This design comes from an exercise in tuning for small area on the open sky130 flow, not from production work.
The RTL was checked by simulation tests, not by an equivalence proof against the original design.
Power figures rest on the tool's default switching activity, not on a simulated workload.

==> inputs of run a <==
Design hb_interp, start of the top module:
module hb_interp #(
    parameter int WIDTH = 16
) (
    input  logic             clk,
    input  logic             rst,
    input  logic             bypass,
    input  logic             run,
    input  logic [8:0]       cpo,
    input  logic             stb_in,
    input  logic [WIDTH-1:0] data_in,
    output logic             stb_out,
    output logic [WIDTH-1:0] data_out,
    output logic             ovf
);
export LEC_CHECK = 0
export CAP_MARGIN = 20
export CORE_MARGIN = 2
export CORE_UTILIZATION = 70
export SLEW_MARGIN = 20
create_clock -name core_clock -period 14.0 [get_ports {clk}]
standard.sh (not shown) runs the stock make flow with config.mk's settings and CLKGATE_MAP_FILE= SYNTH_SCRIPT=/design/flow/synth_recipe.tcl, a recipe that flattens the netlist after the stock synthesis.
==> flow/flow/run.sh <==
#!/bin/bash
# Standard synthesis, then inverters pushed through full adders (fixinv.py), then the standard
# layout with clock-tree dummy loads off and single-drive port buffers.
set -euo pipefail
R=orfs/results/${FLOW_PLATFORM}/hb_interp/base
export CTS_ARGS="-sink_clustering_enable -repair_clock_nets -dont_use_dummy_load -buf_list sky130_fd_sc_hd__clkbuf_8 -sink_clustering_size 14 -sink_clustering_max_diameter 60"
export BUFFER_PORTS_ARGS="-buffer_cell sky130_fd_sc_hd__buf_1"
bash standard.sh synth > synth.log 2>&1
openroad -python -no_init -exit flow/fixinv.py "$R/1_synth.odb" "$R/1_synth.odb" > fixinv.log 2>&1
bash standard.sh finish > finish.log 2>&1
Other scripts of this flow, unchanged in this note and not shown: flow/flow/fixinv.py
==> run b (differences from run a) <==
--- a/flow/design.v
+++ b/flow/design.v
@@ -579,16 +579,14 @@
         if (accept_d) begin
             for (int i = 15; i > 0; i--) dly_q[i] <= dly_q[i-1];
             dly_q[0] <= data_in;
         end
         acc_q <= acc_d;
         cr_q  <= cr_d;
-        if (s_q[4]) begin
-            fb1_q <= fb0_q;
-            fb0_q <= f_sat;
-        end
+        if (s_q[4]) fb0_q <= f_sat;
+        if (s_q[8]) fb1_q <= fb0_q;
         if (f_emit_d) begin
             c_cnt_q <= cpo;
             c_off_q <= off_e;
         end else begin
             c_cnt_q <= dec9(c_cnt_q);
             c_off_q <= {c_off_q[1] ^ (c_off_q[0] & accept_d), c_off_q[0] ^ accept_d};
@@ -609,13 +607,13 @@
             if (drop_d || (f_emit_d && c_pend_q)) ovf_q <= 1'b1;
             if (bypass) begin
                 stb_out_q <= stb_in;
                 if (stb_in) data_out_q <= data_in;
             end else begin
                 stb_out_q <= f_emit_d || c_emit_d;
-                if (f_emit_d)      data_out_q <= s_q[5] ? fb1_q : fb0_q;
+                if (f_emit_d)      data_out_q <= fb1_q;
                 else if (c_emit_d) data_out_q <= cval;
             end
         end
     end
     assign stb_out  = stb_out_q;
     assign data_out = data_out_q;
==> flow/flow/run.sh (replaced) <==
#!/bin/bash
# Standard synthesis, then inverters pushed through full adders (fixinv.py), then the standard
# layout with clock-tree dummy loads off and single-drive port buffers.
set -euo pipefail
R=orfs/results/${FLOW_PLATFORM}/hb_interp/base
export CTS_ARGS="-sink_clustering_enable -repair_clock_nets -dont_use_dummy_load -buf_list sky130_fd_sc_hd__clkbuf_4 -sink_clustering_size 9 -sink_clustering_max_diameter 40"
export BUFFER_PORTS_ARGS="-buffer_cell sky130_fd_sc_hd__buf_1"
bash standard.sh synth > synth.log 2>&1
openroad -python -no_init -exit flow/fixinv.py "$R/1_synth.odb" "$R/1_synth.odb" > fixinv.log 2>&1
bash standard.sh finish > finish.log 2>&1
==> results_dict.tcl <==
set metrics [dict create \
    met1Wirelength_mm 18.53 \
    status "complete, no violations" \
    p_clk_share_pct 23.2 \
    sh_seq_area_pct 51.22 \
    top_layer_used "met5" \
    drive_gt1_share_pct 5.539 \
    postLayoutCoreUtil_pct 74.63 \
    p_sw_share_pct 29.55 \
    syn_avg_cell_area_um2 14.40 \
    post-route-period-util_pct 94.92 \
    taps 341 \
]
That was run a.
==> results_dict.tcl <==
set metrics [dict create \
    hpwlAfterDp_mm 35.95 \
    drive_gt1_share_pct 6.722 \
    post-route-period-util_pct 95.48 \
    cts.sinks 366 \
    status "complete, no violations" \
    layout_commonest_cell "edfxtp_1" \
    taps 335 \
    top_layer_used "met4" \
    fin_setup_tns_ps 0 \
    syn_avg_cell_area_um2 14.70 \
    postLayoutCoreUtil_pct 74.86 \
    met1Wirelength_mm 16.70 \
    p_clk_share_pct 21.0 \
]
That was run b.

* * *

==> raven <==
Another version of the RTL of hb_interp (not shown whole).
// hb_interp
module hb_interp #(
    parameter int WIDTH = 16
) (
    input  logic             clk,
    input  logic             rst,
    input  logic             bypass,
    input  logic             run,
    input  logic [8:0]       cpo,
    input  logic             stb_in,
    input  logic [WIDTH-1:0] data_in,
    output logic             stb_out,
    output logic [WIDTH-1:0] data_out,
    output logic             ovf
);
Settings: LEC_CHECK=0, CAP_MARGIN=20, CORE_MARGIN=2, CORE_UTILIZATION=70, PLACE_DENSITY=0.78, SLEW_MARGIN=20; clock period 14.0 ns.
==> flow/flow/run.sh <==
#!/bin/bash
# Standard synthesis, then inverters pushed through full adders (fixinv.py), then the standard
# layout with clock-tree dummy loads off and single-drive port buffers.
set -euo pipefail
R=orfs/results/${FLOW_PLATFORM}/hb_interp/base
export CTS_ARGS="-sink_clustering_enable -repair_clock_nets -dont_use_dummy_load -buf_list sky130_fd_sc_hd__clkbuf_4 -sink_clustering_size 9 -sink_clustering_max_diameter 40"
export BUFFER_PORTS_ARGS="-buffer_cell sky130_fd_sc_hd__buf_1"
bash standard.sh synth > synth.log 2>&1
openroad -python -no_init -exit flow/fixinv.py "$R/1_synth.odb" "$R/1_synth.odb" > fixinv.log 2>&1
bash standard.sh finish > finish.log 2>&1
Other scripts of this flow, unchanged in this note and not shown: flow/flow/fixinv.py
==> harbor (differences from raven) <==
--- a/flow/config.mk
+++ b/flow/config.mk
@@ -9,4 +9,4 @@
 export CORE_MARGIN = 2
 export CORE_UTILIZATION = 70
-export PLACE_DENSITY = 0.78
+export GPL_TIMING_DRIVEN = 0
 export SLEW_MARGIN = 20
==> summary.txt <==
- In raven the routed wire length is smaller than in harbor, by about 10%.
- Between raven and harbor, the lower first-iteration DRC count is in raven (gap 24%, measured against harbor).
- In harbor the global-route usage is higher than in raven, by 3.5 points.
- raven ran to the end with no violations. harbor went through all stages and came out clean.
- Of harbor and raven, harbor has the higher combinational power (gap about 3%, measured against raven).

* * *

==> inputs of run F <==
Another version of the RTL of hb_interp (not shown whole).
clock: 14.0 ns
lec_check: 0
cap_margin: 20
core_margin: 2
core_utilization: 65
cts_buf_list: sky130_fd_sc_hd__clkbuf_4
slew_margin: 20
run.sh (not shown) runs the stock make flow with config.mk's settings and CLKGATE_MAP_FILE= SYNTH_SCRIPT=/design/flow/synth_recipe.tcl, a recipe that flattens the netlist after the stock synthesis.
Stock flow here: none of the scripts above is used.
==> inputs of run G, as changes to run F <==
CORE_UTILIZATION = 60   (was 65)
CTS_BUF_LIST = sky130_fd_sc_hd__clkbuf_8   (was sky130_fd_sc_hd__clkbuf_4)
==> inputs of run Z, as changes to run F <==
==> flow/flow/run.sh (new file) <==
#!/bin/bash
# Standard synthesis, then inverters pushed through full adders (fixinv.py), then the standard
# layout with clock-tree dummy loads off and single-drive port buffers.
set -euo pipefail
R=orfs/results/${FLOW_PLATFORM}/hb_interp/base
export CTS_ARGS="-sink_clustering_enable -repair_clock_nets -dont_use_dummy_load -buf_list sky130_fd_sc_hd__clkbuf_16 -sink_clustering_size 30 -sink_clustering_max_diameter 150"
export BUFFER_PORTS_ARGS="-buffer_cell sky130_fd_sc_hd__buf_1"
bash standard.sh synth > synth.log 2>&1
openroad -python -no_init -exit flow/fixinv.py "$R/1_synth.odb" "$R/1_synth.odb" > fixinv.log 2>&1
bash standard.sh finish > finish.log 2>&1
==> flow/flow/fixinv.py (new file) <==
# Push inverters through full-adder cells: FA(~a,~b,~c) = ~FA(a,b,c).
# Chooses, for each full adder, whether to implement it on complemented signals so that as few
# inverters as possible remain, then rewires the netlist with at most one inverter per signal.
import odb, sys, random
src, dst = sys.argv[1], sys.argv[2]
db = odb.dbDatabase.create()
odb.read_db(db, src)
block = db.getChip().getBlock()
INVM = db.findMaster("sky130_fd_sc_hd__inv_1")

def is_inv(inst):
    n = inst.getMaster().getName()
    return n.startswith("sky130_fd_sc_hd__inv_") or n.startswith("sky130_fd_sc_hd__clkinv_")
def is_fa(inst):
    return inst.getMaster().getName().startswith("sky130_fd_sc_hd__fa_")
def sig_iterms(inst):
    return [it for it in inst.getITerms() if it.getNet() is not None and it.getNet().getSigType() == "SIGNAL"]
def driver(net):
    for it in net.getITerms():
        if it.isOutputSignal(): return it
    return None

# inverters we may remove: no port on either side
free_inv = []
for inst in block.getInsts():
    if not is_inv(inst): continue
    a = inst.findITerm("A").getNet(); y = inst.findITerm("Y").getNet()
    if a is None or y is None: continue
    if len(a.getBTerms()) or len(y.getBTerms()): continue
    free_inv.append(inst)
free_set = set(i.getName() for i in free_inv)

root_cache = {}
def root(net):
    k = net.getName()
    if k in root_cache: return root_cache[k]
    d = driver(net)
    if d is not None and d.getInst().getName() in free_set:
        r, p = root(d.getInst().findITerm("A").getNet())
        res = (r, p ^ 1)
    else:
        res = (net, 0)
    root_cache[k] = res
    return res

# consumers per root: list of (iterm or bterm, pol, fa_inst_name or None)
cons = {}
roots = {}
for net in block.getNets():
    if net.getSigType() != "SIGNAL": continue
    r, p = root(net)
    rk = r.getName(); roots[rk] = r
    lst = cons.setdefault(rk, [])
    for it in net.getITerms():
        if it.isOutputSignal(): continue
        inst = it.getInst()
        if inst.getName() in free_set: continue
        lst.append((it, p, inst.getName() if is_fa(inst) else None))
    for bt in net.getBTerms():
        if bt.getIoType() == "OUTPUT":
            lst.append((bt, p, None))

fas = [i for i in block.getInsts() if is_fa(i)]
fa_out_roots = {}   # fa name -> root names driven
drv_fa = {}         # root name -> fa name
for f in fas:
    for pin in ("SUM", "COUT"):
        n = f.findITerm(pin).getNet()
        if n is None: continue
        drv_fa[n.getName()] = f.getName()
fa_in_roots = {f.getName(): set() for f in fas}
for rk, lst in cons.items():
    for (it, p, fn) in lst:
        if fn is not None: fa_in_roots[fn].add(rk)
fa_touch = {}
for f in fas:
    fn = f.getName()
    s = set(fa_in_roots[fn])
    for pin in ("SUM", "COUT"):
        n = f.findITerm(pin).getNet()
        if n is not None: s.add(n.getName())
    fa_touch[fn] = s

flip = {f.getName(): 0 for f in fas}
def cost(rk):
    dp = flip[drv_fa[rk]] if rk in drv_fa else 0
    need = set()
    for (it, p, fn) in cons.get(rk, []):
        need.add(p ^ (flip[fn] if fn else 0))
    return 1 if any(q != dp for q in need) else 0

total = sum(cost(rk) for rk in cons)
print("inverters before:", len(free_inv), "signals needing one (no flips):", total)
import math
random.seed(1)
order = [f.getName() for f in fas]
best = (total, dict(flip)); cur = total
N = 60000
for step in range(N):
    T = 1.5 * (1 - step / N) + 0.02
    fn = random.choice(order)
    before = sum(cost(rk) for rk in fa_touch[fn])
    flip[fn] ^= 1
    after = sum(cost(rk) for rk in fa_touch[fn])
    d = after - before
    if d <= 0 or random.random() < math.exp(-d / T):
        cur += d
        if cur < best[0]: best = (cur, dict(flip))
    else:
        flip[fn] ^= 1
flip = best[1]
total = sum(cost(rk) for rk in cons)
print("signals needing an inverter after flips:", total, "flipped:", sum(flip.values()))

# rebuild
cnt = [0]
inv_net = {}
def get_inv(rk):
    if rk in inv_net: return inv_net[rk]
    cnt[0] += 1
    n = odb.dbNet_create(block, f"pinv_n{cnt[0]}")
    i = odb.dbInst_create(block, INVM, f"pinv_{cnt[0]}")
    i.findITerm("A").connect(roots[rk])
    i.findITerm("Y").connect(n)
    inv_net[rk] = n
    return n
moves = []
for rk, lst in cons.items():
    dp = flip[drv_fa[rk]] if rk in drv_fa else 0
    for (it, p, fn) in lst:
        q = p ^ (flip[fn] if fn else 0)
        moves.append((it, rk, q != dp))
for (it, rk, inv) in moves:
    target = get_inv(rk) if inv else roots[rk]
    if isinstance(it, odb.dbITerm):
        if it.getNet() is None or it.getNet().getName() != target.getName():
            it.disconnect(); it.connect(target)
    else:
        if it.getNet().getName() != target.getName():
            raise SystemExit("output port would need rewiring: " + it.getName())
for inst in free_inv:
    odb.dbInst_destroy(inst)
for net in list(block.getNets()):
    if net.getSigType() == "SIGNAL" and len(net.getITerms()) == 0 and len(net.getBTerms()) == 0:
        odb.dbNet_destroy(net)
print("inverters after:", cnt[0])
odb.write_db(db, dst)
==> flow/standard.sh (new file) <==
#!/bin/bash
# synth_recipe.tcl (not shown) runs the flow's synth.tcl, then flattens the netlist and writes it again
# the make line also repeats each setting of config.mk as NAME=value (left out here)
make -C /OpenROAD-flow-scripts/flow DESIGN_CONFIG=/design/flow/config.mk WORK_HOME=/design/flow/orfs CLKGATE_MAP_FILE= SYNTH_SCRIPT=/design/flow/synth_recipe.tcl "${@:-finish}"
CORE_UTILIZATION = 70   (was 65)
CTS_BUF_LIST = unset   (was sky130_fd_sc_hd__clkbuf_4)
removed: flow/run.sh
==> inputs of run R, as changes to run F <==
CORE_UTILIZATION = 40   (was 65)
CTS_BUF_LIST = unset   (was sky130_fd_sc_hd__clkbuf_4)
==> impl_metrics.py <==
metrics = {
    "routing": {
        "route.detailed.vias_per_inst": 6.11,
        "drt-total-wl_um": 53400,
        "first_pass_iters": 6,
    },
    "run_status": {
        "outcome": "complete, no violations",
    },
    "min_path": {
        "hp-start": "dly_q[2][13]",
    },
    "timing": {
        "fmaxAchievable_mhz": 76.9,
    },
    "worst_setup_path": {
        "startpoint": "vcnt_q[4]",
    },
    "layout": {
        "fin_util": 0.730,
        "final.signal_buffer_count": 68,
    },
}
the above is filed under run F

==> impl_metrics.py <==
metrics = {
    "routing": {
        "first_pass_iters": 8,
        "route.detailed.vias_per_inst": 5.42,
    },
    "min_path": {
        "hp-start": "s_q[8]",
    },
    "layout": {
        "fin_util": 0.456,
        "final.signal_buffer_count": 70,
    },
    "timing": {
        "fmaxAchievable_mhz": 77.0,
    },
    "worst_setup_path": {
        "startpoint": "vcnt_q[4]",
    },
    "run_status": {
        "outcome": "complete, no violations",
    },
}
the above is filed under run R

==> impl_metrics.py <==
metrics = {
    "layout": {
        "fin_util": 0.743,
        "final.signal_buffer_count": 74,
    },
    "run_status": {
        "outcome": "complete, no violations",
    },
    "routing": {
        "drt-total-wl_um": 50800,
        "first_pass_iters": 7,
    },
    "min_path": {
        "hp-start": "dly_q[11][15]",
    },
}
the above is filed under run Z

==> impl_metrics.py <==
metrics = {
    "global_route": {
        "number_of_antenna_violations_at_the_first_check_in_global_routing": 0,
        "grt.overflow.total": 0,
    },
    "worst_setup_path": {
        "startpoint": "vcnt_q[4]",
        "worstRegToRegCells": 37,
    },
    "timing": {
        "fmaxAchievable_mhz": 76.7,
    },
    "routing": {
        "drt-total-wl_um": 54400,
        "route.detailed.vias_per_inst": 6.04,
        "first_pass_iters": 8,
    },
    "min_path": {
        "hp-start": "s_q[7]",
    },
    "run_status": {
        "outcome": "complete, no violations",
    },
    "layout": {
        "final.signal_buffer_count": 69,
    },
}
the above is filed under run G


* * *

==> inputs of v38 <==
RTL: one of the versions met above, not the one the previous note started from.
export LEC_CHECK = 0
export CAP_MARGIN = 20
export CORE_MARGIN = 2
export CORE_UTILIZATION = 75
export SLEW_MARGIN = 20
create_clock -name core_clock -period 14.0 [get_ports {clk}]
standard.sh (not shown) runs the stock make flow with config.mk's settings and CLKGATE_MAP_FILE= SYNTH_SCRIPT=/design/flow/synth_recipe.tcl, a recipe that flattens the netlist after the stock synthesis.
==> flow/flow/run.sh <==
#!/bin/bash
# Standard synthesis, then inverters pushed through full adders (fixinv.py), then the standard
# layout with clock-tree dummy loads off and single-drive port buffers.
set -euo pipefail
R=orfs/results/${FLOW_PLATFORM}/hb_interp/base
export CTS_ARGS="-sink_clustering_enable -repair_clock_nets -dont_use_dummy_load -buf_list sky130_fd_sc_hd__clkbuf_16 -sink_clustering_size 20 -sink_clustering_max_diameter 80"
export BUFFER_PORTS_ARGS="-buffer_cell sky130_fd_sc_hd__buf_1"
bash standard.sh synth > synth.log 2>&1
openroad -python -no_init -exit flow/fixinv.py "$R/1_synth.odb" "$R/1_synth.odb" > fixinv.log 2>&1
bash standard.sh finish > finish.log 2>&1
Other scripts of this flow, unchanged in this note and not shown: flow/flow/fixinv.py
==> v5 (differences from v38) <==
--- a/flow/design.v
+++ b/flow/design.v
@@ -25,15 +25,17 @@
     logic [WIDTH-1:0]        data_out_q;
     logic                    ovf_q;
     logic [3:0] ph;
     logic slot_free_d, accept_d, drop_d, f_emit_d, c_emit_d;
     logic [15:0] vld;
     logic [3:0] lane [16];
     logic [4:0] r0, r1, r2, r3, r4, r5, r6, r7;
-    logic [WIDTH-1:0] cval;
+    logic [WIDTH-1:0] dout_d;
+    logic sel_in, sel_hold, sel_f, sel_c;
+    logic [3:0] sel_ck;
     logic [21:0] acc_d, res_v, res;
     logic [16:0] fv;
     logic [1-1:0] cr_d;
     logic [WIDTH-1:0] f_sat;
     logic [1:0] off_e;
     function automatic logic [WIDTH-1:0] pick4(input logic [WIDTH-1:0] a, b, c, d,
                                                input logic sa, sb, sc, sd);
@@ -53,33 +55,30 @@
         c = 1'b0;
         for (int i = 0; i < 22; i++) begin
             add22[i] = a[i] ^ b[i] ^ c;
             c = (a[i] & b[i]) | (a[i] & c) | (b[i] & c);
         end
     endfunction
     function automatic logic [15:0] thermo(input logic [3:0] n);
-        case (n)
-            4'd0: thermo = 16'h0000;
-            4'd1: thermo = 16'h0001;
-            4'd2: thermo = 16'h0003;
-            4'd3: thermo = 16'h0007;
-            4'd4: thermo = 16'h000f;
-            4'd5: thermo = 16'h001f;
-            4'd6: thermo = 16'h003f;
-            4'd7: thermo = 16'h007f;
-            4'd8: thermo = 16'h00ff;
-            4'd9: thermo = 16'h01ff;
-            4'd10: thermo = 16'h03ff;
-            4'd11: thermo = 16'h07ff;
-            4'd12: thermo = 16'h0fff;
-            4'd13: thermo = 16'h1fff;
-            4'd14: thermo = 16'h3fff;
-            4'd15: thermo = 16'h7fff;
-            default: thermo = 16'h0000;
-        endcase
+        thermo[0] = (n[0] & !n[1] & !n[2] & !n[3]) | (n[1] & !n[2] & !n[3]) | (n[2] & !n[3]) | (n[3]);
+        thermo[1] = (n[1] & !n[2] & !n[3]) | (n[2] & !n[3]) | (n[3]);
+        thermo[2] = (n[0] & n[1] & !n[2] & !n[3]) | (n[2] & !n[3]) | (n[3]);
+        thermo[3] = (n[2] & !n[3]) | (n[3]);
+        thermo[4] = (n[0] & !n[1] & n[2] & !n[3]) | (n[1] & n[2] & !n[3]) | (n[3]);
+        thermo[5] = (n[1] & n[2] & !n[3]) | (n[3]);
+        thermo[6] = (n[0] & n[1] & n[2] & !n[3]) | (n[3]);
+        thermo[7] = (n[3]);
+        thermo[8] = (n[0] & !n[1] & !n[2] & n[3]) | (n[1] & !n[2] & n[3]) | (n[2] & n[3]);
+        thermo[9] = (n[1] & !n[2] & n[3]) | (n[2] & n[3]);
+        thermo[10] = (n[0] & n[1] & !n[2] & n[3]) | (n[2] & n[3]);
+        thermo[11] = (n[2] & n[3]);
+        thermo[12] = (n[0] & !n[1] & n[2] & n[3]) | (n[1] & n[2] & n[3]);
+        thermo[13] = (n[1] & n[2] & n[3]);
+        thermo[14] = (n[0] & n[1] & n[2] & n[3]);
+        thermo[15] = 1'b0;
     endfunction
     function automatic logic [8:0] dec9(input logic [8:0] a);
         logic b;
         b = 1'b1;
         for (int i = 0; i < 9; i++) begin
             dec9[i] = a[i] ^ b;
             b = b & !a[i];
@@ -117,19 +116,24 @@
         if (fv[16] != fv[15]) f_sat = fv[16] ? 16'h8000 : 16'h7fff;
         else                  f_sat = fv[15:0];
         slot_free_d = !(s_q[0] | s_q[1] | s_q[2]);
         accept_d    = !bypass && run && stb_in && slot_free_d;
         drop_d      = !bypass && run && stb_in && !slot_free_d;
         f_emit_d    = run && s_q[9];
         c_emit_d    = run && c_pend_q && (c_cnt_q == 9'd1);
-        off_e[0] = ^{s_q[5:0], accept_d};
-        off_e[1] = (|{s_q[5:0], accept_d}) & !off_e[0];
-        cval = pick4(dly_q[7], dly_q[8], dly_q[9], dly_q[10],
-                     c_off_q == 2'd0 && vld[7], c_off_q == 2'd1 && vld[8],
-                     c_off_q == 2'd2 && vld[9], c_off_q == 2'd3 && vld[10]);
+        off_e[1] = (accept_d & (s_q[3] | s_q[4] | s_q[5])) | (s_q[0] & (s_q[4] | s_q[5])) | (s_q[1] & s_q[5]);
+        off_e[0] = (|{s_q[5:0], accept_d}) & !off_e[1];
+        sel_in   = !rst && bypass && stb_in;
+        sel_hold = !rst && (bypass ? !stb_in : !(f_emit_d || c_emit_d));
+        sel_f    = !rst && !bypass && f_emit_d;
+        sel_c    = !rst && !bypass && !f_emit_d && c_emit_d;
+        for (int k = 0; k < 4; k++) sel_ck[k] = sel_c && (c_off_q == 2'(k)) && vld[7+k];
+        dout_d = ({WIDTH{sel_in}} & data_in) | ({WIDTH{sel_hold}} & data_out_q) | ({WIDTH{sel_f}} & fb1_q) |
+                 ({WIDTH{sel_ck[0]}} & dly_q[7]) | ({WIDTH{sel_ck[1]}} & dly_q[8]) |
+                 ({WIDTH{sel_ck[2]}} & dly_q[9]) | ({WIDTH{sel_ck[3]}} & dly_q[10]);
     end
     logic bs0, bs1, bs2, bs3, bs4, bs5, bs6, bs7, bs8, bs9, bs10, bs11, bs12, bs13, bs14, bs15, bs16, bs17, bs19, bs20, bs21, kc5, kc6, kc8, kc12, kc13, s1, c1, s2, c2, s3, c3, s4, c4, s5, c5, s6, c6, s7, c7, s8, c8, s9, c9, s10, c10, s11, c11, s12, c12, s13, c13, s14, c14, s15, c15, s16, c16, s17, c17, s18, c18, s19, c19, s20, c20, s21, c21, s22, c22, s23, c23, s24, c24, s25, c25, s26, c26, s27, c27, s28, c28, s29, c29, s30, c30, s31, c31, s32, c32, s33, c33, s34, c34, s35, c35, s36, c36, s37, c37, s38, c38, s39, c39, s40, c40, s41, c41, s42, c42, s43, c43, s44, c44, s45, c45, s46, c46, s47, c47, s48, c48, s49, c49, s50, c50, s51, c51, s52, c52, s53, c53, s54, c54, s55, c55, s56, c56, s57, c57, s58, c58, s59, c59, s60, c60, s61, c61, s62, c62, s63, c63, s64, c64, s65, c65, s66, c66, s67, c67, s68, c68, s69, c69, s70, c70, s71, c71, s72, c72, s73, c73, s74, c74, s75, c75, s76, c76, s77, c77, s78, c78, s79, c79, s80, c80, s81, c81, s82, c82, s83, c83, s84, c84, s85, c85, s86, c86, s87, c87, s88, c88, s89, c89, s90, c90, s91, c91, s92, c92, s93, c93, s94, c94, s95, c95, s96, c96, s97, c97, s98, c98, s99, c99, s100, c100, s101, c101, s102, c102, s103, c103, s104, c104, s105, c105, s106, c106, s107, c107, s108, c108, s109, c109, s110, c110, s111, c111, s112, c112, s113, c113, s114, c114, s115, c115, s116, c116, s117, c117, s118, c118, s119, c119, s120, c120, s121, c121, s122, c122, s123, c123, s124, c124, s125, c125, s126, c126, s127, c127, s128, c128, s129, c129, s130, c130, s131, c131, s132, c132, s133, c133, s134, c134, s135, c135, s136, c136, s137, c137, s138, c138, s139, c139, s140, c140, s141, c141, s142, c142, s143, c143, s144, c144, s145, c145, s146, c146, s147, c147, s148, c148, s149, c149, s150, c150, s151, c151, s152, c152, s153, c153, s154, c154, s155, c155, s156, c156, s157, c157, s158, c158, s159, c159, s160, c160, s161, c161, s162, c162, s163, c163, s164, c164, s165, c165, s166, c166, s167, c167, s168, c168, s169, c169, s170, c170, s171, c171, s172, c172, s173, c173, s174, c174, s175, c175, s176, c176, s177, c177, s178, c178, s179, c179, s180, c180, s181, c181, s182, c182, s183, c183, s184, c184, s185, c185, s186, c186, s187, c187, s188, c188, s189, c189, s190, c190, s191, c191, s192, c192, s193, c193, s194, c194, s195, c195, s196, c196, s197, c197, s198, c198, s199, c199, s200, c200, s201, c201, s202, c202, s203, c203, s204, c204, s205, c205, s206, c206, s207, c207, s208, c208, s209, c209;
     assign bs0 = ph[0] ? 1'b0 : acc_q[4];
     assign bs1 = ph[0] ? 1'b0 : acc_q[5];
     assign bs2 = ph[0] ? 1'b0 : acc_q[6];
     assign bs3 = ph[0] ? 1'b0 : acc_q[7];
     assign bs4 = ph[0] ? 1'b0 : acc_q[8];
@@ -578,46 +582,37 @@
     always_ff @(posedge clk) begin
         if (accept_d) begin
             for (int i = 15; i > 0; i--) dly_q[i] <= dly_q[i-1];
             dly_q[0] <= data_in;
         end
         acc_q <= acc_d;
         cr_q  <= cr_d;
-        if (s_q[4]) begin
-            fb1_q <= fb0_q;
-            fb0_q <= f_sat;
-        end
+        if (s_q[4]) fb0_q <= f_sat;
+        if (s_q[8]) fb1_q <= fb0_q;
         if (f_emit_d) begin
             c_cnt_q <= cpo;
             c_off_q <= off_e;
         end else begin
             c_cnt_q <= dec9(c_cnt_q);
             c_off_q <= {c_off_q[1] ^ (c_off_q[0] & accept_d), c_off_q[0] ^ accept_d};
         end
         if (rst) begin
             s_q        <= '0;
             vcnt_q     <= '0;
             c_pend_q   <= 1'b0;
             stb_out_q  <= 1'b0;
-            data_out_q <= '0;
             ovf_q      <= 1'b0;
         end else begin
             s_q <= {s_q[8:0] & {9{run}}, accept_d};
             if (accept_d && !vcnt_q[4]) vcnt_q <= inc5(vcnt_q);
             if (!run)            c_pend_q <= 1'b0;
             else if (f_emit_d)   c_pend_q <= 1'b1;
             else if (c_emit_d)   c_pend_q <= 1'b0;
             if (drop_d || (f_emit_d && c_pend_q)) ovf_q <= 1'b1;
-            if (bypass) begin
-                stb_out_q <= stb_in;
-                if (stb_in) data_out_q <= data_in;
-            end else begin
-                stb_out_q <= f_emit_d || c_emit_d;
-                if (f_emit_d)      data_out_q <= s_q[5] ? fb1_q : fb0_q;
-                else if (c_emit_d) data_out_q <= cval;
-            end
+            stb_out_q <= bypass ? stb_in : (f_emit_d || c_emit_d);
         end
+        data_out_q <= dout_d;
     end
     assign stb_out  = stb_out_q;
     assign data_out = data_out_q;
     assign ovf      = ovf_q;
 endmodule
==> flow/flow/run.sh (replaced) <==
#!/bin/bash
# Standard synthesis, then inverters pushed through full adders (fixinv.py), then the standard
# layout with clock-tree dummy loads off and single-drive port buffers.
set -euo pipefail
R=orfs/results/${FLOW_PLATFORM}/hb_interp/base
export CTS_ARGS="-sink_clustering_enable -repair_clock_nets -dont_use_dummy_load -buf_list sky130_fd_sc_hd__clkbuf_4 -sink_clustering_size 9 -sink_clustering_max_diameter 40"
export BUFFER_PORTS_ARGS="-buffer_cell sky130_fd_sc_hd__buf_1"
bash standard.sh synth > synth.log 2>&1
openroad -python -no_init -exit flow/fixinv.py "$R/1_synth.odb" "$R/1_synth.odb" > fixinv.log 2>&1
bash standard.sh finish > finish.log 2>&1
- CORE_UTILIZATION: 75 -> 70
==> v10 (differences from v38) <==
--- a/flow/design.v
+++ b/flow/design.v
@@ -25,15 +25,17 @@
     logic [WIDTH-1:0]        data_out_q;
     logic                    ovf_q;
     logic [3:0] ph;
     logic slot_free_d, accept_d, drop_d, f_emit_d, c_emit_d;
     logic [15:0] vld;
     logic [3:0] lane [16];
     logic [4:0] r0, r1, r2, r3, r4, r5, r6, r7;
-    logic [WIDTH-1:0] cval;
+    logic [WIDTH-1:0] dout_d;
+    logic sel_in, sel_hold, sel_f, sel_c;
+    logic [3:0] sel_ck;
     logic [21:0] acc_d, res_v, res;
     logic [16:0] fv;
     logic [1-1:0] cr_d;
     logic [WIDTH-1:0] f_sat;
     logic [1:0] off_e;
     function automatic logic [WIDTH-1:0] pick4(input logic [WIDTH-1:0] a, b, c, d,
                                                input logic sa, sb, sc, sd);
@@ -53,33 +55,30 @@
         c = 1'b0;
         for (int i = 0; i < 22; i++) begin
             add22[i] = a[i] ^ b[i] ^ c;
             c = (a[i] & b[i]) | (a[i] & c) | (b[i] & c);
         end
     endfunction
     function automatic logic [15:0] thermo(input logic [3:0] n);
-        case (n)
-            4'd0: thermo = 16'h0000;
-            4'd1: thermo = 16'h0001;
-            4'd2: thermo = 16'h0003;
-            4'd3: thermo = 16'h0007;
-            4'd4: thermo = 16'h000f;
-            4'd5: thermo = 16'h001f;
-            4'd6: thermo = 16'h003f;
-            4'd7: thermo = 16'h007f;
-            4'd8: thermo = 16'h00ff;
-            4'd9: thermo = 16'h01ff;
-            4'd10: thermo = 16'h03ff;
-            4'd11: thermo = 16'h07ff;
-            4'd12: thermo = 16'h0fff;
-            4'd13: thermo = 16'h1fff;
-            4'd14: thermo = 16'h3fff;
-            4'd15: thermo = 16'h7fff;
-            default: thermo = 16'h0000;
-        endcase
+        thermo[0] = (n[0] & !n[1] & !n[2] & !n[3]) | (n[1] & !n[2] & !n[3]) | (n[2] & !n[3]) | (n[3]);
+        thermo[1] = (n[1] & !n[2] & !n[3]) | (n[2] & !n[3]) | (n[3]);
+        thermo[2] = (n[0] & n[1] & !n[2] & !n[3]) | (n[2] & !n[3]) | (n[3]);
+        thermo[3] = (n[2] & !n[3]) | (n[3]);
+        thermo[4] = (n[0] & !n[1] & n[2] & !n[3]) | (n[1] & n[2] & !n[3]) | (n[3]);
+        thermo[5] = (n[1] & n[2] & !n[3]) | (n[3]);
+        thermo[6] = (n[0] & n[1] & n[2] & !n[3]) | (n[3]);
+        thermo[7] = (n[3]);
+        thermo[8] = (n[0] & !n[1] & !n[2] & n[3]) | (n[1] & !n[2] & n[3]) | (n[2] & n[3]);
+        thermo[9] = (n[1] & !n[2] & n[3]) | (n[2] & n[3]);
+        thermo[10] = (n[0] & n[1] & !n[2] & n[3]) | (n[2] & n[3]);
+        thermo[11] = (n[2] & n[3]);
+        thermo[12] = (n[0] & !n[1] & n[2] & n[3]) | (n[1] & n[2] & n[3]);
+        thermo[13] = (n[1] & n[2] & n[3]);
+        thermo[14] = (n[0] & n[1] & n[2] & n[3]);
+        thermo[15] = 1'b0;
     endfunction
     function automatic logic [8:0] dec9(input logic [8:0] a);
         logic b;
         b = 1'b1;
         for (int i = 0; i < 9; i++) begin
             dec9[i] = a[i] ^ b;
             b = b & !a[i];
@@ -117,19 +116,24 @@
         if (fv[16] != fv[15]) f_sat = fv[16] ? 16'h8000 : 16'h7fff;
         else                  f_sat = fv[15:0];
         slot_free_d = !(s_q[0] | s_q[1] | s_q[2]);
         accept_d    = !bypass && run && stb_in && slot_free_d;
         drop_d      = !bypass && run && stb_in && !slot_free_d;
         f_emit_d    = run && s_q[9];
         c_emit_d    = run && c_pend_q && (c_cnt_q == 9'd1);
-        off_e[0] = ^{s_q[5:0], accept_d};
-        off_e[1] = (|{s_q[5:0], accept_d}) & !off_e[0];
-        cval = pick4(dly_q[7], dly_q[8], dly_q[9], dly_q[10],
-                     c_off_q == 2'd0 && vld[7], c_off_q == 2'd1 && vld[8],
-                     c_off_q == 2'd2 && vld[9], c_off_q == 2'd3 && vld[10]);
+        off_e[1] = (accept_d & (s_q[3] | s_q[4] | s_q[5])) | (s_q[0] & (s_q[4] | s_q[5])) | (s_q[1] & s_q[5]);
+        off_e[0] = (|{s_q[5:0], accept_d}) & !off_e[1];
+        sel_in   = !rst && bypass && stb_in;
+        sel_hold = !rst && (bypass ? !stb_in : !(f_emit_d || c_emit_d));
+        sel_f    = !rst && !bypass && f_emit_d;
+        sel_c    = !rst && !bypass && !f_emit_d && c_emit_d;
+        for (int k = 0; k < 4; k++) sel_ck[k] = sel_c && (c_off_q == 2'(k)) && vld[7+k];
+        dout_d = ({WIDTH{sel_in}} & data_in) | ({WIDTH{sel_hold}} & data_out_q) | ({WIDTH{sel_f}} & fb1_q) |
+                 ({WIDTH{sel_ck[0]}} & dly_q[7]) | ({WIDTH{sel_ck[1]}} & dly_q[8]) |
+                 ({WIDTH{sel_ck[2]}} & dly_q[9]) | ({WIDTH{sel_ck[3]}} & dly_q[10]);
     end
     logic bs0, bs1, bs2, bs3, bs4, bs5, bs6, bs7, bs8, bs9, bs10, bs11, bs12, bs13, bs14, bs15, bs16, bs17, bs19, bs20, bs21, kc5, kc6, kc8, kc12, kc13, s1, c1, s2, c2, s3, c3, s4, c4, s5, c5, s6, c6, s7, c7, s8, c8, s9, c9, s10, c10, s11, c11, s12, c12, s13, c13, s14, c14, s15, c15, s16, c16, s17, c17, s18, c18, s19, c19, s20, c20, s21, c21, s22, c22, s23, c23, s24, c24, s25, c25, s26, c26, s27, c27, s28, c28, s29, c29, s30, c30, s31, c31, s32, c32, s33, c33, s34, c34, s35, c35, s36, c36, s37, c37, s38, c38, s39, c39, s40, c40, s41, c41, s42, c42, s43, c43, s44, c44, s45, c45, s46, c46, s47, c47, s48, c48, s49, c49, s50, c50, s51, c51, s52, c52, s53, c53, s54, c54, s55, c55, s56, c56, s57, c57, s58, c58, s59, c59, s60, c60, s61, c61, s62, c62, s63, c63, s64, c64, s65, c65, s66, c66, s67, c67, s68, c68, s69, c69, s70, c70, s71, c71, s72, c72, s73, c73, s74, c74, s75, c75, s76, c76, s77, c77, s78, c78, s79, c79, s80, c80, s81, c81, s82, c82, s83, c83, s84, c84, s85, c85, s86, c86, s87, c87, s88, c88, s89, c89, s90, c90, s91, c91, s92, c92, s93, c93, s94, c94, s95, c95, s96, c96, s97, c97, s98, c98, s99, c99, s100, c100, s101, c101, s102, c102, s103, c103, s104, c104, s105, c105, s106, c106, s107, c107, s108, c108, s109, c109, s110, c110, s111, c111, s112, c112, s113, c113, s114, c114, s115, c115, s116, c116, s117, c117, s118, c118, s119, c119, s120, c120, s121, c121, s122, c122, s123, c123, s124, c124, s125, c125, s126, c126, s127, c127, s128, c128, s129, c129, s130, c130, s131, c131, s132, c132, s133, c133, s134, c134, s135, c135, s136, c136, s137, c137, s138, c138, s139, c139, s140, c140, s141, c141, s142, c142, s143, c143, s144, c144, s145, c145, s146, c146, s147, c147, s148, c148, s149, c149, s150, c150, s151, c151, s152, c152, s153, c153, s154, c154, s155, c155, s156, c156, s157, c157, s158, c158, s159, c159, s160, c160, s161, c161, s162, c162, s163, c163, s164, c164, s165, c165, s166, c166, s167, c167, s168, c168, s169, c169, s170, c170, s171, c171, s172, c172, s173, c173, s174, c174, s175, c175, s176, c176, s177, c177, s178, c178, s179, c179, s180, c180, s181, c181, s182, c182, s183, c183, s184, c184, s185, c185, s186, c186, s187, c187, s188, c188, s189, c189, s190, c190, s191, c191, s192, c192, s193, c193, s194, c194, s195, c195, s196, c196, s197, c197, s198, c198, s199, c199, s200, c200, s201, c201, s202, c202, s203, c203, s204, c204, s205, c205, s206, c206, s207, c207, s208, c208, s209, c209;
     assign bs0 = ph[0] ? 1'b0 : acc_q[4];
     assign bs1 = ph[0] ? 1'b0 : acc_q[5];
     assign bs2 = ph[0] ? 1'b0 : acc_q[6];
     assign bs3 = ph[0] ? 1'b0 : acc_q[7];
     assign bs4 = ph[0] ? 1'b0 : acc_q[8];
@@ -578,46 +582,37 @@
     always_ff @(posedge clk) begin
         if (accept_d) begin
             for (int i = 15; i > 0; i--) dly_q[i] <= dly_q[i-1];
             dly_q[0] <= data_in;
         end
         acc_q <= acc_d;
         cr_q  <= cr_d;
-        if (s_q[4]) begin
-            fb1_q <= fb0_q;
-            fb0_q <= f_sat;
-        end
+        if (s_q[4]) fb0_q <= f_sat;
+        if (s_q[8]) fb1_q <= fb0_q;
         if (f_emit_d) begin
             c_cnt_q <= cpo;
             c_off_q <= off_e;
         end else begin
             c_cnt_q <= dec9(c_cnt_q);
             c_off_q <= {c_off_q[1] ^ (c_off_q[0] & accept_d), c_off_q[0] ^ accept_d};
         end
         if (rst) begin
             s_q        <= '0;
             vcnt_q     <= '0;
             c_pend_q   <= 1'b0;
             stb_out_q  <= 1'b0;
-            data_out_q <= '0;
             ovf_q      <= 1'b0;
         end else begin
             s_q <= {s_q[8:0] & {9{run}}, accept_d};
             if (accept_d && !vcnt_q[4]) vcnt_q <= inc5(vcnt_q);
             if (!run)            c_pend_q <= 1'b0;
             else if (f_emit_d)   c_pend_q <= 1'b1;
             else if (c_emit_d)   c_pend_q <= 1'b0;
             if (drop_d || (f_emit_d && c_pend_q)) ovf_q <= 1'b1;
-            if (bypass) begin
-                stb_out_q <= stb_in;
-                if (stb_in) data_out_q <= data_in;
-            end else begin
-                stb_out_q <= f_emit_d || c_emit_d;
-                if (f_emit_d)      data_out_q <= s_q[5] ? fb1_q : fb0_q;
-                else if (c_emit_d) data_out_q <= cval;
-            end
+            stb_out_q <= bypass ? stb_in : (f_emit_d || c_emit_d);
         end
+        data_out_q <= dout_d;
     end
     assign stb_out  = stb_out_q;
     assign data_out = data_out_q;
     assign ovf      = ovf_q;
 endmodule
==> flow/flow/run.sh (replaced) <==
#!/bin/bash
# Standard synthesis, then inverters pushed through full adders (fixinv.py), then the standard
# layout with clock-tree dummy loads off and single-drive port buffers.
set -euo pipefail
R=orfs/results/${FLOW_PLATFORM}/hb_interp/base
export CTS_ARGS="-sink_clustering_enable -repair_clock_nets -dont_use_dummy_load -buf_list sky130_fd_sc_hd__clkbuf_4 -sink_clustering_size 11 -sink_clustering_max_diameter 40"
export BUFFER_PORTS_ARGS="-buffer_cell sky130_fd_sc_hd__buf_1"
bash standard.sh synth > synth.log 2>&1
openroad -python -no_init -exit flow/fixinv.py "$R/1_synth.odb" "$R/1_synth.odb" > fixinv.log 2>&1
bash standard.sh finish > finish.log 2>&1
- CORE_UTILIZATION: 75 -> 70
==> flow_summary.ini <==
[power_and_ir_drop]
pwr.group.clock_uw = 630
power.share.sequential_pct = 53.2

[setup_path]
crit_cells = 36
worstRegToRegCells = 36

[hold_path]
worstHoldStart = dly_q[12][9]
min_to = dly_q[13][9]

[layout]
layout.cells.non_filler = 1668
sh_seq_area_pct = 51.11
clockBufferCount = 23
area_delta_synth_final_pct = 5.859

[clocking]
cts_made_buffers = 23
insertion_delay_ps = 560

[global_routing]
grt_use_total_pct = 39.76

[timing]
min_period_ps = 13580

[placement]
gp_congestion = 0.9672

[routing]
via_count = 11635
drt_first_iter_violations = 2230

[run_status]
outcome = complete, no violations
The numbers above come from v38.

==> flow_summary.ini <==
[layout]
sh_seq_area_pct = 52.22
layout.cells.non_filler = 1588
clockBufferCount = 45

[timing]
min_period_ps = 13450

[placement]
gp_congestion = 0.9977

[run_status]
outcome = complete, no violations

[setup_path]
crit_cells = 32
worstRegToRegCells = 32

[routing]
drt_first_iter_violations = 1791

[global_routing]
grt_use_total_pct = 36.91

[hold_path]
worstHoldStart = dly_q[0][8]
min_to = dly_q[1][8]

[clocking]
cts_made_buffers = 45
insertion_delay_ps = 730

[power_and_ir_drop]
power.share.sequential_pct = 54.4
The numbers above come from v10.

==> flow_summary.ini <==
[clocking]
insertion_delay_ps = 700
cts_made_buffers = 50
postCtsSetupBuffers = 0

[power_and_ir_drop]
pwr.group.clock_uw = 479
power.share.sequential_pct = 54.1

[layout]
num-fill-cells = 1521
sh_seq_area_pct = 52.11
layout.cells.non_filler = 1594

[setup_path]
worstRegToRegCells = 32
crit_cells = 32

[flow_run]
cap_violations = 0

[placement]
gp_congestion = 0.9977

[routing]
drt_first_iter_violations = 1840
via_count = 10747

[run_status]
outcome = complete, no violations

[hold_path]
hold_depth = 0
min_to = dly_q[1][4]
worstHoldStart = dly_q[0][4]

[global_routing]
grt_use_total_pct = 37.00

[timing]
min_period_ps = 13440
The numbers above come from v5.

port drivers added, routing unchanged:
The results above use ideal ports. As a check the final layouts listed here were re-extracted and re-timed, cells and wires unchanged.
Step 1 sets driving cells, clkbuf_16 on the clock port and buf_2 on the other inputs (assumed; they add their load-dependent delay and slew).
Step 2 adds t to the input delays and takes it off the output delays; t is the mean of the earliest and latest rising clock arrival at the registers after step 1. Input paths then give back, and output paths get back, about the clock's delay inside the block.
a / b / c = ideal / step 1 / step 2; a / b = the first two.
run	shift t [ns]	slack for setup (ns)	worst setup path after step 2	worst register clock-pin slew, ns
run a	0.587	0.711 / 0.711 / 0.711	register to register	0.10 / 0.10
run b	0.720	0.632 / 0.632 / 0.632	register to register	0.11 / 0.11
raven	0.703	0.666 / 0.666 / 0.666	register to register	0.11 / 0.11
harbor	0.720	0.388 / 0.388 / 0.388	register to register	0.11 / 0.11
run F	0.855	1.003 / 1.003 / 1.003	register to register	0.07 / 0.07
run G	0.724	0.960 / 0.960 / 0.960	register to register	0.07 / 0.07
run Z	0.557	0.798 / 0.798 / 0.798	register to register	0.12 / 0.12
run R	0.603	1.010 / 1.010 / 1.010	register to register	0.06 / 0.06
v38	0.573	0.415 / 0.415 / 0.415	register to register	0.09 / 0.09
v5	0.694	0.559 / 0.559 / 0.559	register to register	0.10 / 0.10
v10	0.702	0.545 / 0.545 / 0.545	register to register	0.12 / 0.12
After both steps setup and hold are still met in every run listed.
